This design comes from an exercise in tuning for small area, a short achievable clock period and few clock cycles per item on the open sky130 flow, not from production work.
Function was checked by simulation only, so behaviour that the tests miss may differ from the original.
Power figures rest on the tool's default switching activity, not on a simulated workload.

==> module rv_exec_core, before the edit <==
module rv_exec_core #(
    parameter int NUM_REGS = 32
) (
    input  logic        clk,
    input  logic        rst_n,
    input  logic [31:0] instr,
    input  logic        instr_req,
    input  logic        result_ack,
    output logic        instr_ack,
    output logic        result_req,
    output logic [4:0]  result_rd,
    output logic [31:0] result_data,
    output logic        result_illegal
);
    localparam logic [6:0] OPC_OP_IMM = 7'b0010011;
    localparam logic [6:0] OPC_OP     = 7'b0110011;
    localparam logic [6:0] OPC_LUI    = 7'b0110111;
    function automatic logic [31:1] onehot(input logic [4:0] r);
        for (int i = 1; i < 32; i++)
            onehot[i] = (r == 5'(i));
    endfunction
    function automatic logic [31:0] rev32(input logic [31:0] x);
        for (int i = 0; i < 32; i++)
            rev32[i] = x[31 - i];
    endfunction
    logic [31:7] ir;
    logic [2:0]  ir_cls;        
    logic        ir_valid;
    logic        ir_ph;         
    logic [31:1] rsel;          
    logic        fwd_out;       
    logic [31:0] op1;
    logic [31:0] op2;
    logic        fwd1;          
    logic        ex_valid;
    logic [4:0]  ex_rd;
    logic        ex_we;
    logic        ex_ill;
    logic        ex_sra;
    logic        s_add, s_sub, s_cmp, s_xor, s_or, s_and, s_srl, s_sll;
    logic        out_pend;      
    logic        out_we;        
    logic        rf_clr;        
    logic [31:0] regs [1:31];
    logic ir_free, accept, p0, p1, ex_go, have;
    assign ir_free = !ir_valid || ir_ph;
    assign accept  = ir_free && instr_req && !instr_ack;
    assign p0      = ir_valid && !ir_ph && (!ex_valid || ex_go);
    assign p1      = ir_valid && ir_ph;
    assign ex_go   = ex_valid && !result_req && !out_pend;
    assign have    = ex_go || out_pend;
    always_ff @(posedge clk) begin
        if (!rst_n) begin
            instr_ack  <= 1'b0;
            ir_valid   <= 1'b0;
            ex_valid   <= 1'b0;
            result_req <= 1'b0;
            out_pend   <= 1'b0;
            out_we     <= 1'b0;
        end else begin
            if (accept)
                instr_ack <= 1'b1;
            else if (!instr_req)
                instr_ack <= 1'b0;
            if (ir_free)
                ir_valid <= accept;
            if (p1)
                ex_valid <= 1'b1;
            else if (ex_go)
                ex_valid <= 1'b0;
            if (result_req)
                result_req <= !result_ack;
            else
                result_req <= have && !result_ack;
            out_pend <= have && result_ack;
            if (ex_go)
                out_we <= ex_we;
        end
    end
    always_ff @(posedge clk) begin
        if (ir_free) begin
            ir     <= instr[31:7];
            ir_cls <= {instr[6:0] == OPC_OP, instr[6:0] == OPC_OP_IMM, instr[6:0] == OPC_LUI};
            ir_ph <= 1'b0;
        end else if (p0) begin
            ir_ph <= 1'b1;
        end
        if (ir_free || p0)
            rsel <= fwd_nx ? 31'd0 : onehot(raddr_nx);
    end
    logic [31:0] rf_q;
    logic [31:0] rdata;
    logic [31:1] wsel;
    logic [31:0] wdata;
    always_comb begin
        rf_q = 32'd0;
        for (int i = 1; i < 32; i++)
            rf_q = rf_q | (regs[i] & {32{rsel[i]}});
    end
    assign rdata = rf_q | (result_data & {32{fwd_out}});
    assign wsel  = out_we ? onehot(result_rd) : 31'd0;
    assign wdata = result_data & {32{!rf_clr}};
    always_ff @(posedge clk) begin
        rf_clr <= !rst_n;
        for (int i = 1; i < 32; i++)
            if (wsel[i] || rf_clr)
                regs[i] <= wdata;
    end
    logic [4:0] raddr_nx;
    logic       fwd_nx;
    logic [4:0] out_rd_nx;
    logic       out_we_nx;
    assign raddr_nx  = ir_free ? instr[19:15] : p0 ? ir[24:20] : ir[19:15];
    assign out_rd_nx = ex_go ? ex_rd : result_rd;
    assign out_we_nx = rst_n && (ex_go ? ex_we : out_we);
    assign fwd_nx    = out_we_nx && (out_rd_nx == raddr_nx);
    always_ff @(posedge clk)
        fwd_out <= fwd_nx;
    logic [2:0]  f3;
    logic [6:0]  f7;
    logic        is_op, is_opimm, is_lui;
    logic        f7_base, f7_alt;
    logic        legal;
    logic        alu_i;         
    logic        alt;
    logic        is_sub, is_slt, is_sltu;
    logic [31:0] imm;
    logic [31:0] src1;
    logic [31:0] src2;
    assign f3       = ir[14:12];
    assign f7       = ir[31:25];
    assign {is_op, is_opimm, is_lui} = ir_cls;
    assign f7_base  = (f7 == 7'b0000000);
    assign f7_alt   = (f7 == 7'b0100000);
    always_comb begin
        legal = 1'b0;
        if (is_lui)
            legal = 1'b1;
        else if (is_opimm)
            legal = (f3 == 3'b001) ? f7_base :
                    (f3 == 3'b101) ? (f7_base || f7_alt) : 1'b1;
        else if (is_op)
            legal = f7_base || (f7_alt && (f3 == 3'b000 || f3 == 3'b101));
    end
    assign alu_i = legal && !is_lui;
    assign alt  = f7_alt && (is_op || f3 == 3'b101);
    assign is_sub  = alu_i && f3 == 3'b000 && is_op && alt;
    assign is_slt  = alu_i && f3 == 3'b010;
    assign is_sltu = alu_i && f3 == 3'b011;
    assign imm  = is_lui ? {ir[31:12], 12'd0} : {{20{ir[31]}}, ir[31:20]};
    assign src1 = fwd1 ? result_data : op1;
    assign src2 = is_op ? rdata : imm;
    always_ff @(posedge clk) begin
        if (p0) begin
            op1  <= rdata;
            fwd1 <= ex_valid && ex_we && (ex_rd == ir[19:15]);
        end else if (p1) begin
            if (!alu_i)
                op1 <= 32'd0;
            else if (f3 == 3'b001)
                op1 <= rev32(src1);
            else if (is_sub || is_sltu)
                op1 <= ~src1;
            else if (is_slt)
                op1 <= {src1[31], ~src1[30:0]};
            else
                op1 <= src1;
        end
    end
    always_ff @(posedge clk) begin
        if (p1) begin
            op2    <= {src2[31] ^ is_slt, src2[30:0]};
            ex_rd  <= legal ? ir[11:7] : 5'd0;
            ex_we  <= legal && (ir[11:7] != 5'd0);
            ex_ill <= !legal;
            ex_sra <= alu_i && f3 == 3'b101 && alt;
            s_add  <= is_lui || (alu_i && f3 == 3'b000 && !is_sub);
            s_sub  <= is_sub;
            s_cmp  <= is_slt || is_sltu;
            s_xor  <= alu_i && f3 == 3'b100;
            s_or   <= alu_i && f3 == 3'b110;
            s_and  <= alu_i && f3 == 3'b111;
            s_srl  <= alu_i && f3 == 3'b101;
            s_sll  <= alu_i && f3 == 3'b001;
        end
    end
    logic [32:0] sum;
    logic [31:0] sr;
    logic [31:0] sl;
    logic [31:0] alu;
    assign sum  = {1'b0, op1} + {1'b0, op2};
    assign sr   = 32'($signed({ex_sra & op1[31], op1}) >>> op2[4:0]);
    assign sl   = rev32(sr);
    assign alu = ({32{s_add}} & sum[31:0])
               | ({32{s_sub}} & ~sum[31:0])
               | ({32{s_xor}} & (op1 ^ op2))
               | ({32{s_or}}  & (op1 | op2))
               | ({32{s_and}} & (op1 & op2))
               | ({32{s_srl}} & sr)
               | ({32{s_sll}} & sl)
               | {31'd0, s_cmp & sum[32]};
    always_ff @(posedge clk) begin
        if (ex_go) begin
            result_data    <= alu;
            result_rd      <= ex_rd;
            result_illegal <= ex_ill;
        end
    end
endmodule
==> flow/config.mk <==
export PLATFORM = sky130hd
export DESIGN_NAME = rv_exec_core
export DESIGN_NICKNAME = rv_exec_core
export VERILOG_FILES = /design/flow/design.v
export SDC_FILE = /design/flow/constraint.sdc
export NUM_CORES = 4
export LEC_CHECK = 0
export ABC_AREA = 1
export CAP_MARGIN = 20
export CORE_MARGIN = 2
export CORE_UTILIZATION = 55
export CTS_CLUSTER_DIAMETER = 100
export CTS_CLUSTER_SIZE = 26
export PLACE_DENSITY = 0.7
export SETUP_SLACK_MARGIN = 4.8
export SLEW_MARGIN = 20
==> flow/constraint.sdc <==
create_clock -name core_clock -period 7.5 [get_ports {clk}]
set_input_delay 1.5000 -clock core_clock [delete_from_list [all_inputs] [get_ports {clk}]]
set_output_delay 1.5000 -clock core_clock [all_outputs]
set_load 0.01 [all_outputs]
run.sh (not shown) runs the stock make flow with config.mk's settings and CLKGATE_MAP_FILE= SYNTH_SCRIPT=/design/flow/synth_recipe.tcl, a recipe that flattens the netlist after the stock synthesis.
Testbench counts at the start, summed over its fixed seeds: cycles 94,143, items 32,000.
Rerun with:
--- a/flow/design.v
+++ b/flow/design.v
@@ -26,6 +26,5 @@
             rev32[i] = x[31 - i];
     endfunction
-    logic [31:7] ir;
-    logic [2:0]  ir_cls;        
+    logic [31:0] ir;
     logic        ir_valid;
     logic        ir_ph;         
@@ -40,4 +39,5 @@
     logic        ex_ill;
     logic        ex_sra;
+    logic [4:0]  ex_sh;         
     logic        s_add, s_sub, s_cmp, s_xor, s_or, s_and, s_srl, s_sll;
     logic        out_pend;      
@@ -82,6 +82,5 @@
     always_ff @(posedge clk) begin
         if (ir_free) begin
-            ir     <= instr[31:7];
-            ir_cls <= {instr[6:0] == OPC_OP, instr[6:0] == OPC_OP_IMM, instr[6:0] == OPC_LUI};
+            ir    <= instr;
             ir_ph <= 1'b0;
         end else if (p0) begin
@@ -119,4 +118,5 @@
     always_ff @(posedge clk)
         fwd_out <= fwd_nx;
+    logic [6:0]  opc;
     logic [2:0]  f3;
     logic [6:0]  f7;
@@ -130,7 +130,10 @@
     logic [31:0] src1;
     logic [31:0] src2;
+    assign opc      = ir[6:0];
     assign f3       = ir[14:12];
     assign f7       = ir[31:25];
-    assign {is_op, is_opimm, is_lui} = ir_cls;
+    assign is_op    = (opc == OPC_OP);
+    assign is_opimm = (opc == OPC_OP_IMM);
+    assign is_lui   = (opc == OPC_LUI);
     assign f7_base  = (f7 == 7'b0000000);
     assign f7_alt   = (f7 == 7'b0100000);
@@ -173,4 +176,5 @@
         if (p1) begin
             op2    <= {src2[31] ^ is_slt, src2[30:0]};
+            ex_sh  <= (alu_i && (f3 == 3'b001 || f3 == 3'b101)) ? src2[4:0] : 5'd0;
             ex_rd  <= legal ? ir[11:7] : 5'd0;
             ex_we  <= legal && (ir[11:7] != 5'd0);
@@ -192,5 +196,5 @@
     logic [31:0] alu;
     assign sum  = {1'b0, op1} + {1'b0, op2};
-    assign sr   = 32'($signed({ex_sra & op1[31], op1}) >>> op2[4:0]);
+    assign sr   = 32'($signed({ex_sra & op1[31], op1}) >>> ex_sh);
     assign sl   = rev32(sr);
     assign alu = ({32{s_add}} & sum[31:0])
The changed run went through all stages and came out clean.
Setup slack gets better by 30 ps.
Cell area grows by about 0.65%.
Cell count went up by about 1.4%.
Wire length goes up by 1.6%.
Total power came out lower by about 1.2%.
Via count went up by about 1.4%.
Die area grows by about 1%.
Testbench counts after the change, summed over its fixed seeds: cycles 94,143, items 32,000.

* * *

rv_exec_core again, from the RTL that the note above started with.
Design rv_exec_core, start of the top module:
module rv_exec_core #(
    parameter int NUM_REGS = 32
) (
    input  logic        clk,
    input  logic        rst_n,
    input  logic [31:0] instr,
    input  logic        instr_req,
    input  logic        result_ack,
    output logic        instr_ack,
    output logic        result_req,
    output logic [4:0]  result_rd,
    output logic [31:0] result_data,
    output logic        result_illegal
);
==> flow/config.mk <==
export PLATFORM = sky130hd
export DESIGN_NAME = rv_exec_core
export DESIGN_NICKNAME = rv_exec_core
export VERILOG_FILES = /design/flow/design.v
export SDC_FILE = /design/flow/constraint.sdc
export NUM_CORES = 4
export LEC_CHECK = 0
export ABC_AREA = 1
export CAP_MARGIN = 20
export CORE_MARGIN = 2
export CORE_UTILIZATION = 55
export CTS_CLUSTER_DIAMETER = 100
export CTS_CLUSTER_SIZE = 26
export PLACE_DENSITY = 0.7
export SETUP_SLACK_MARGIN = 4.7
export SLEW_MARGIN = 20
==> flow/constraint.sdc <==
create_clock -name core_clock -period 7.5 [get_ports {clk}]
set_input_delay 1.5000 -clock core_clock [delete_from_list [all_inputs] [get_ports {clk}]]
set_output_delay 1.5000 -clock core_clock [all_outputs]
set_load 0.01 [all_outputs]
Testbench counts at the start, summed over its fixed seeds: cycles 94,143, items 32,000.
Edit:
--- a/flow/design.v
+++ b/flow/design.v
@@ -36,9 +36,10 @@
     logic        fwd1;          
     logic        ex_valid;
     logic [4:0]  ex_rd;
-    logic        ex_we;
+    logic        ex_we;         
     logic        ex_ill;
     logic        ex_sra;
+    assign ex_we = (ex_rd != 5'd0);
     logic        s_add, s_sub, s_cmp, s_xor, s_or, s_and, s_srl, s_sll;
     logic        out_pend;      
     logic        out_we;        
@@ -173,7 +174,6 @@
         if (p1) begin
             op2    <= {src2[31] ^ is_slt, src2[30:0]};
             ex_rd  <= legal ? ir[11:7] : 5'd0;
-            ex_we  <= legal && (ir[11:7] != 5'd0);
             ex_ill <= !legal;
             ex_sra <= alu_i && f3 == 3'b101 && alt;
             s_add  <= is_lui || (alu_i && f3 == 3'b000 && !is_sub);
After rerunning: The new run ran to the end with no violations; core utilization goes up by 1.2 points; routed wire length shrinks by 4.1%; die area decreases by 0.99%; cell area rose by 0.41%; worst hold slack got worse by 0.014 ns; worst setup slack degrades by 0.024 ns; first-iteration DRC count went down by 2.9%; total power went up by 0.53%; via count came out lower by 2.8%; synthesized area goes down by 1.0%; critical path depth is unchanged; global-route usage came out lower by 1.5 points; non-clock buffer count grows by 56.
Testbench counts after the change, summed over its fixed seeds: cycles 94,143, items 32,000.

* * *

RTL: one of the versions met above, not the one the previous note started from.
Size: about 3300 cells after synthesis, ~1200 flip-flops, about 50000 um2 of cells after synthesis.
==> module rv_exec_core, before the edit <==
module rv_exec_core #(
    parameter int NUM_REGS = 32
) (
    input  logic        clk,
    input  logic        rst_n,
    input  logic [31:0] instr,
    input  logic        instr_req,
    input  logic        result_ack,
    output logic        instr_ack,
    output logic        result_req,
    output logic [4:0]  result_rd,
    output logic [31:0] result_data,
    output logic        result_illegal
);
    localparam logic [6:0] OPC_OP_IMM = 7'b0010011;
    localparam logic [6:0] OPC_OP     = 7'b0110011;
    localparam logic [6:0] OPC_LUI    = 7'b0110111;
    function automatic logic [31:1] onehot(input logic [4:0] r);
        for (int i = 1; i < 32; i++)
            onehot[i] = (r == 5'(i));
    endfunction
    function automatic logic [31:0] rev32(input logic [31:0] x);
        for (int i = 0; i < 32; i++)
            rev32[i] = x[31 - i];
    endfunction
    logic [31:0] ir;
    logic        ir_valid;
    logic        ir_ph;         
    logic [31:1] rsel;          
    logic        fwd_out;       
    logic [31:0] op1;
    logic [31:0] op2;
    logic        fwd1;          
    logic        ex_valid;
    logic [4:0]  ex_rd;
    logic        ex_we;
    logic        ex_ill;
    logic        ex_sra;
    logic [4:0]  ex_sh;         
    logic        s_add, s_sub, s_cmp, s_xor, s_or, s_and, s_srl, s_sll;
    logic        out_pend;      
    logic        out_we;        
    logic        rf_clr;        
    logic [31:0] regs [1:31];
    logic ir_free, accept, p0, p1, ex_go, have;
    assign ir_free = !ir_valid || ir_ph;
    assign accept  = ir_free && instr_req && !instr_ack;
    assign p0      = ir_valid && !ir_ph && (!ex_valid || ex_go);
    assign p1      = ir_valid && ir_ph;
    assign ex_go   = ex_valid && !result_req && !out_pend;
    assign have    = ex_go || out_pend;
    always_ff @(posedge clk) begin
        if (!rst_n) begin
            instr_ack  <= 1'b0;
            ir_valid   <= 1'b0;
            ex_valid   <= 1'b0;
            result_req <= 1'b0;
            out_pend   <= 1'b0;
            out_we     <= 1'b0;
        end else begin
            if (accept)
                instr_ack <= 1'b1;
            else if (!instr_req)
                instr_ack <= 1'b0;
            if (ir_free)
                ir_valid <= accept;
            if (p1)
                ex_valid <= 1'b1;
            else if (ex_go)
                ex_valid <= 1'b0;
            if (result_req)
                result_req <= !result_ack;
            else
                result_req <= have && !result_ack;
            out_pend <= have && result_ack;
            if (ex_go)
                out_we <= ex_we;
        end
    end
    always_ff @(posedge clk) begin
        if (ir_free) begin
            ir    <= instr;
            ir_ph <= 1'b0;
        end else if (p0) begin
            ir_ph <= 1'b1;
        end
        if (ir_free || p0)
            rsel <= fwd_nx ? 31'd0 : onehot(raddr_nx);
    end
    logic [31:0] rf_q;
    logic [31:0] rdata;
    logic [31:1] wsel;
    logic [31:0] wdata;
    always_comb begin
        rf_q = 32'd0;
        for (int i = 1; i < 32; i++)
            rf_q = rf_q | (regs[i] & {32{rsel[i]}});
    end
    assign rdata = rf_q | (result_data & {32{fwd_out}});
    assign wsel  = out_we ? onehot(result_rd) : 31'd0;
    assign wdata = result_data & {32{!rf_clr}};
    always_ff @(posedge clk) begin
        rf_clr <= !rst_n;
        for (int i = 1; i < 32; i++)
            if (wsel[i] || rf_clr)
                regs[i] <= wdata;
    end
    logic [4:0] raddr_nx;
    logic       fwd_nx;
    logic [4:0] out_rd_nx;
    logic       out_we_nx;
    assign raddr_nx  = ir_free ? instr[19:15] : p0 ? ir[24:20] : ir[19:15];
    assign out_rd_nx = ex_go ? ex_rd : result_rd;
    assign out_we_nx = rst_n && (ex_go ? ex_we : out_we);
    assign fwd_nx    = out_we_nx && (out_rd_nx == raddr_nx);
    always_ff @(posedge clk)
        fwd_out <= fwd_nx;
    logic [6:0]  opc;
    logic [2:0]  f3;
    logic [6:0]  f7;
    logic        is_op, is_opimm, is_lui;
    logic        f7_base, f7_alt;
    logic        legal;
    logic        alu_i;         
    logic        alt;
    logic        is_sub, is_slt, is_sltu;
    logic [31:0] imm;
    logic [31:0] src1;
    logic [31:0] src2;
    assign opc      = ir[6:0];
    assign f3       = ir[14:12];
    assign f7       = ir[31:25];
    assign is_op    = (opc == OPC_OP);
    assign is_opimm = (opc == OPC_OP_IMM);
    assign is_lui   = (opc == OPC_LUI);
    assign f7_base  = (f7 == 7'b0000000);
    assign f7_alt   = (f7 == 7'b0100000);
    always_comb begin
        legal = 1'b0;
        if (is_lui)
            legal = 1'b1;
        else if (is_opimm)
            legal = (f3 == 3'b001) ? f7_base :
                    (f3 == 3'b101) ? (f7_base || f7_alt) : 1'b1;
        else if (is_op)
            legal = f7_base || (f7_alt && (f3 == 3'b000 || f3 == 3'b101));
    end
    assign alu_i = legal && !is_lui;
    assign alt  = f7_alt && (is_op || f3 == 3'b101);
    assign is_sub  = alu_i && f3 == 3'b000 && is_op && alt;
    assign is_slt  = alu_i && f3 == 3'b010;
    assign is_sltu = alu_i && f3 == 3'b011;
    assign imm  = is_lui ? {ir[31:12], 12'd0} : {{20{ir[31]}}, ir[31:20]};
    assign src1 = fwd1 ? result_data : op1;
    assign src2 = is_op ? rdata : imm;
    always_ff @(posedge clk) begin
        if (p0) begin
            op1  <= rdata;
            fwd1 <= ex_valid && ex_we && (ex_rd == ir[19:15]);
        end else if (p1) begin
            if (!alu_i)
                op1 <= 32'd0;
            else if (f3 == 3'b001)
                op1 <= rev32(src1);
            else if (is_sub || is_sltu)
                op1 <= ~src1;
            else if (is_slt)
                op1 <= {src1[31], ~src1[30:0]};
            else
                op1 <= src1;
        end
    end
    always_ff @(posedge clk) begin
        if (p1) begin
            op2    <= {src2[31] ^ is_slt, src2[30:0]};
            ex_sh  <= (alu_i && (f3 == 3'b001 || f3 == 3'b101)) ? src2[4:0] : 5'd0;
            ex_rd  <= legal ? ir[11:7] : 5'd0;
            ex_we  <= legal && (ir[11:7] != 5'd0);
            ex_ill <= !legal;
            ex_sra <= alu_i && f3 == 3'b101 && alt;
            s_add  <= is_lui || (alu_i && f3 == 3'b000 && !is_sub);
            s_sub  <= is_sub;
            s_cmp  <= is_slt || is_sltu;
            s_xor  <= alu_i && f3 == 3'b100;
            s_or   <= alu_i && f3 == 3'b110;
            s_and  <= alu_i && f3 == 3'b111;
            s_srl  <= alu_i && f3 == 3'b101;
            s_sll  <= alu_i && f3 == 3'b001;
        end
    end
    logic [32:0] sum;
    logic [31:0] sr;
    logic [31:0] sl;
    logic [31:0] alu;
    assign sum  = {1'b0, op1} + {1'b0, op2};
    assign sr   = 32'($signed({ex_sra & op1[31], op1}) >>> ex_sh);
    assign sl   = rev32(sr);
    assign alu = ({32{s_add}} & sum[31:0])
               | ({32{s_sub}} & ~sum[31:0])
               | ({32{s_xor}} & (op1 ^ op2))
               | ({32{s_or}}  & (op1 | op2))
               | ({32{s_and}} & (op1 & op2))
               | ({32{s_srl}} & sr)
               | ({32{s_sll}} & sl)
               | {31'd0, s_cmp & sum[32]};
    always_ff @(posedge clk) begin
        if (ex_go) begin
            result_data    <= alu;
            result_rd      <= ex_rd;
            result_illegal <= ex_ill;
        end
    end
endmodule
Settings: LEC_CHECK=0, CAP_MARGIN=20, CORE_MARGIN=2, CORE_UTILIZATION=55, CTS_CLUSTER_DIAMETER=100, CTS_CLUSTER_SIZE=26, PLACE_DENSITY=0.7, SETUP_SLACK_MARGIN=4.6, SLEW_MARGIN=20; clock period 7.5 ns.
The baseline passed the timing, DRC and antenna checks.
Testbench counts at the start, summed over its fixed seeds: cycles 94,143, items 32,000.
Next try:
--- a/flow/design.v
+++ b/flow/design.v
@@ -83,10 +83,10 @@
         if (ir_free) begin
             ir    <= instr;
+            rsel  <= onehot(instr[19:15]);
             ir_ph <= 1'b0;
         end else if (p0) begin
+            rsel  <= onehot(ir[24:20]);
             ir_ph <= 1'b1;
         end
-        if (ir_free || p0)
-            rsel <= fwd_nx ? 31'd0 : onehot(raddr_nx);
     end
     logic [31:0] rf_q;
@@ -99,5 +99,5 @@
             rf_q = rf_q | (regs[i] & {32{rsel[i]}});
     end
-    assign rdata = rf_q | (result_data & {32{fwd_out}});
+    assign rdata = fwd_out ? result_data : rf_q;
     assign wsel  = out_we ? onehot(result_rd) : 31'd0;
     assign wdata = result_data & {32{!rf_clr}};
@@ -109,5 +109,4 @@
     end
     logic [4:0] raddr_nx;
-    logic       fwd_nx;
     logic [4:0] out_rd_nx;
     logic       out_we_nx;
@@ -115,7 +114,6 @@
     assign out_rd_nx = ex_go ? ex_rd : result_rd;
     assign out_we_nx = rst_n && (ex_go ? ex_we : out_we);
-    assign fwd_nx    = out_we_nx && (out_rd_nx == raddr_nx);
     always_ff @(posedge clk)
-        fwd_out <= fwd_nx;
+        fwd_out <= out_we_nx && (out_rd_nx == raddr_nx);
     logic [6:0]  opc;
     logic [2:0]  f3;
Critical path depth increases by 1.
Power stays flat.
Synthesized area goes down by 0.32%.
Worst setup slack is about the same.
Hold slack is worse by 3.1 ps.
Wire length decreases by 2.1%.
Die area decreases by 0.32%.
Register-to-register slack is about the same.
Final area is lower by 0.99%.
Global-route usage goes down by 0.70 points.
Non-clock buffer count drops by 32.
Via count is about the same.
Testbench counts after the change, summed over its fixed seeds: cycles 94,143, items 32,000.

afterwards: timing with drivers on the ports:
No port has a modelled driver above. Below, the same layouts with a new extraction and two added sets of constraints.
Step 1 assumes that a clkbuf_16 drives the clock port and a buf_2 every other input.
Step 2 times the ports against the registers' clock, not the clock port: input delays grow and output delays shrink by t, the midpoint of the rising clock arrivals with the driver on.
a / b / c = ideal / step 1 / step 2; a / b = the first two.
run | shift t [ns] | setup slack, ns | worst hold slack (ns) | latest minus earliest clock arrival (ns) | cell pins on the clock port's net
the first run of note 1 | 0.747 | 4.582 / 4.508 / 4.173 | 0.452 / 0.452 / 0.452 | 0.074 / 0.074 | 1
the second run of note 1 | 0.752 | 4.612 / 4.551 / 4.179 | 0.430 / 0.430 / 0.430 | 0.039 / 0.038 | 1
the first run of note 2 | 0.752 | 4.585 / 4.507 / 4.003 | 0.451 / 0.451 / 0.451 | 0.081 / 0.081 | 1
the second run of note 2 | 0.760 | 4.561 / 4.488 / 4.044 | 0.438 / 0.438 / 0.438 | 0.047 / 0.047 | 1
the first run of note 3 | 0.736 | 4.389 / 4.389 / 3.994 | 0.439 / 0.439 / 0.439 | 0.039 / 0.039 | 1
the second run of note 3 | 0.752 | 4.386 / 4.386 / 4.216 | 0.436 / 0.436 / 0.436 | 0.059 / 0.059 | 1
After both steps setup and hold are still met in every run listed. For the first run of note 2, which loses most, drivers alone change the setup slack by -0.078 ns; drivers and shift together by -0.582 ns.
